This design comes from an exercise in tuning for small area on the open sky130 flow, not from production work.
In this exercise RTL edits were held to simulation tests only and were not proved equivalent to the original.
Power figures rest on the tool's default switching activity, not on a simulated workload.

job 101:
Design pci_dma_engine, start of the top module:
module pci_dma_engine (
    input  wire                         pcie_user_clk,
    input  wire                         pcie_user_rst_n,
    input  dma_types_pkg::ctrl_reg_t    control_reg_i,
    input  dma_types_pkg::dma_size_t    dma_size_i,       
    input  dma_types_pkg::host_addr_t   dma_ha_ch0_i,
    input  wire  [5:0]                  tx_buf_av_i,      
    input  wire                         cfg_interrupt_rdy_i,
    output logic                        cfg_interrupt_o,
    input  wire                         fifo_rd_en_i,
    input  wire                         dma_tlp_compl_done_i,
    output logic                        tlp_req_o,
    output dma_types_pkg::payload_dw_t  dma_tlp_payload_size_o,   
    output dma_types_pkg::host_addr_t   host_addr_tx_o,
    output dma_types_pkg::sample_t      dma_data_tx_o,
    input  dma_types_pkg::sample_t      adc_data_i,
    input  wire                         adc_data_en_i,
    output logic                        data_ready_ch0_o,
    output logic [7:0]                  dma_status_o
);
Size: about 280 I/O pins.
clock: 10.0 ns
lec_check: 0
cap_margin: 20
core_margin: 2
core_utilization: 70
slew_margin: 20
standard.sh (not shown) runs the stock make flow with config.mk's settings and CLKGATE_MAP_FILE= SYNTH_SCRIPT=/design/flow/synth_recipe.tcl, a recipe that flattens the netlist after the stock synthesis.
==> flow/flow/run.sh <==
#!/bin/bash
# Layout flow: the standard flow (standard.sh) with
#  - the standard synthesis, its ABC mapping run with an area script (flow/synth.tcl),
#  - clock tree synthesis without dummy loads,
#  - port buffers of the smallest buffer cell.
set -euo pipefail
W=$PWD
F=$W/flow
bash standard.sh SYNTH_SCRIPT=$F/synth.tcl synth > $W/flow_synth.log 2>&1
bash standard.sh SYNTH_SCRIPT=$F/synth.tcl \
  "CTS_ARGS=-sink_clustering_enable -repair_clock_nets -dont_use_dummy_load -buf_list sky130_fd_sc_hd__clkbuf_8 -sink_clustering_size 18 -sink_clustering_max_diameter 55" \
  "BUFFER_PORTS_ARGS=-buffer_cell sky130_fd_sc_hd__buf_1" \
  finish > $W/flow_finish.log 2>&1
==> flow/flow/area.abc <==
&get -n
&st
&dch
&nf -R 1000 -p -C 32 -F 8 -A 8
&put
==> flow/flow/synth.tcl <==
# The standard synthesis (synth_recipe.tcl, unchanged), except that its one technology-mapping
# call to ABC uses an area-oriented script. Registers are mapped before this call, so they are
# the standard synthesis's.
set flow_dir [file dirname [file normalize [info script]]]
proc abc {args} {
  global flow_dir
  set i [lsearch -exact $args -script]
  if { $i >= 0 } {
    set args [lreplace $args [expr {$i + 1}] [expr {$i + 1}] $flow_dir/area.abc]
  }
  puts "abc (area script): $args"
  yosys abc {*}$args
}
source [file dirname $flow_dir]/synth_recipe.tcl
## Diff of input files: job 102 against job 101
==> flow/flow/run.sh <==
#!/bin/bash
# Layout flow: the standard flow (standard.sh) with
#  - the standard synthesis, its ABC mapping run with an area script (flow/synth.tcl),
#  - clock tree synthesis without dummy loads,
#  - port buffers of the smallest buffer cell.
set -euo pipefail
W=$PWD
F=$W/flow
bash standard.sh SYNTH_SCRIPT=$F/synth.tcl synth > $W/flow_synth.log 2>&1
bash standard.sh SYNTH_SCRIPT=$F/synth.tcl \
  "CTS_ARGS=-sink_clustering_enable -repair_clock_nets -dont_use_dummy_load -buf_list sky130_fd_sc_hd__clkbuf_8 -sink_clustering_size 19 -sink_clustering_max_diameter 58" \
  "BUFFER_PORTS_ARGS=-buffer_cell sky130_fd_sc_hd__buf_1" \
  finish > $W/flow_finish.log 2>&1
## What came out
Maximum fanout count along the critical path in job 102 is 1 below job 101.
On detailed-router iteration count before antenna repair, the higher figure sits with job 101, not job 102.
Between job 102 and job 101, the flip-flop and latch count does not differ in any meaningful way.
Clock distribution area overhead in the final layout in job 102 is 0.15 points lower than in job 101
Diff job 101 -> job 102 | global-route wire length before repair | down slightly
Job 101 → job 102: total of fill cells in the finished design saw little to no change, global-route usage essentially unchanged, total chip power -160 uW.

---

## run 1
pci_dma_engine, a different RTL version from the one above (not shown whole).
Size: ~3100 flip-flops.
==> flow/config.mk <==
export PLATFORM = sky130hd
export DESIGN_NAME = pci_dma_engine
export DESIGN_NICKNAME = pci_dma_engine
export VERILOG_FILES = /design/flow/design.v
export SDC_FILE = /design/flow/constraint.sdc
export NUM_CORES = 4
export LEC_CHECK = 0
export CAP_MARGIN = 20
export CORE_MARGIN = 2
export CORE_UTILIZATION = 70
export SLEW_MARGIN = 20
==> flow/constraint.sdc <==
create_clock -name core_clock -period 10.0 [get_ports {pcie_user_clk}]
set_input_delay 2.0000 -clock core_clock [delete_from_list [all_inputs] [get_ports {pcie_user_clk}]]
set_output_delay 2.0000 -clock core_clock [all_outputs]
set_load 0.01 [all_outputs]
==> flow/flow/run.sh <==
#!/bin/bash
# Layout flow: the standard flow (standard.sh) with
#  - the standard synthesis, its ABC mapping run with an area script (flow/synth.tcl),
#  - clock tree synthesis without dummy loads,
#  - port buffers of the smallest buffer cell.
set -euo pipefail
W=$PWD
F=$W/flow
bash standard.sh SYNTH_SCRIPT=$F/synth.tcl synth > $W/flow_synth.log 2>&1
bash standard.sh SYNTH_SCRIPT=$F/synth.tcl \
  "CTS_ARGS=-sink_clustering_enable -repair_clock_nets -dont_use_dummy_load -buf_list sky130_fd_sc_hd__clkbuf_8 -sink_clustering_size 19 -sink_clustering_max_diameter 58" \
  "BUFFER_PORTS_ARGS=-buffer_cell sky130_fd_sc_hd__buf_1" \
  finish > $W/flow_finish.log 2>&1
Scripts as last shown in full above: flow/flow/area.abc, flow/flow/synth.tcl
Run 1: no failed stages, no open violations at the end
Edits applied to the flow inputs when going from run 1 to run 2:
diff --git a/flow/flow/run.sh b/flow/flow/run.sh
--- a/flow/flow/run.sh
+++ b/flow/flow/run.sh
@@ -11 +11 @@
-  "CTS_ARGS=-sink_clustering_enable -repair_clock_nets -dont_use_dummy_load -buf_list sky130_fd_sc_hd__clkbuf_8 -sink_clustering_size 19 -sink_clustering_max_diameter 58" \
+  "CTS_ARGS=-sink_clustering_enable -repair_clock_nets -dont_use_dummy_load -buf_list sky130_fd_sc_hd__clkbuf_8 -sink_clustering_size 18 -sink_clustering_max_diameter 55" \
==> results.txt <==
Re critical path data arrival time: run 2 is 30 ps up on run 1.
Instance area at placement essentially unchanged between run 1 and run 2.
Higher clock share of power goes to run 2 over run 1.
Taking run 1 as the reference, in run 2 total CTS buffers moved up, global-route wire length before repair level.
Count of endpoints failing hold in the final timing report: run 2 vs run 1 identical
The flow did not stop early for run 2: all stages ran, and the layout cleared the timing, design-rule and antenna checks.
Run 1 closes out successfully: all stages finished, all timing, DRC and antenna checks passed.
Of run 1 and run 2, the higher post-layout minimum cycle time belongs to run 2.
Of run 1 and run 2, run 1 shows the higher delay contributed by the slowest stage of the critical path, with run 2 below it.
As far as routed wire length is concerned, run 2 and run 1 perform about the same.
| detailed-route via count | run 1 vs run 2 | ≈ equal |
Fraction of area in non-clock buffers: run 2 vs run 1, no meaningful difference

-- afterwards: timing with drivers on the ports --
The flow's constraints put no driver on any port. The routed layouts listed below were extracted and timed again, unchanged, in two steps.
Step 1 sets driving cells, clkbuf_16 on the clock port and buf_2 on the other inputs (assumed; they add their load-dependent delay and slew).
Step 2, shift: input delay + t, output delay - t, t = (earliest + latest rising clock arrival at the registers) / 2. This alone moves slack from input paths to output paths.
Slacks: ideal / step 1 / step 2; pairs: ideal / step 1.
| run | t (ns) | slack for setup (ns) | worst slew at a driven data input, ns |
|---|---|---|---|
| job 101 | 1.018 | 3.134 / 3.053 / 4.071 | 0.08 |
| job 102 | 0.991 | 3.199 / 3.119 / 4.110 | 0.08 |
| run 1 | 0.998 | 2.929 / 2.853 / 3.850 | 0.10 |
| run 2 | 1.035 | 2.900 / 2.820 / 3.855 | 0.09 |
After both steps setup and hold are still met in every run listed.
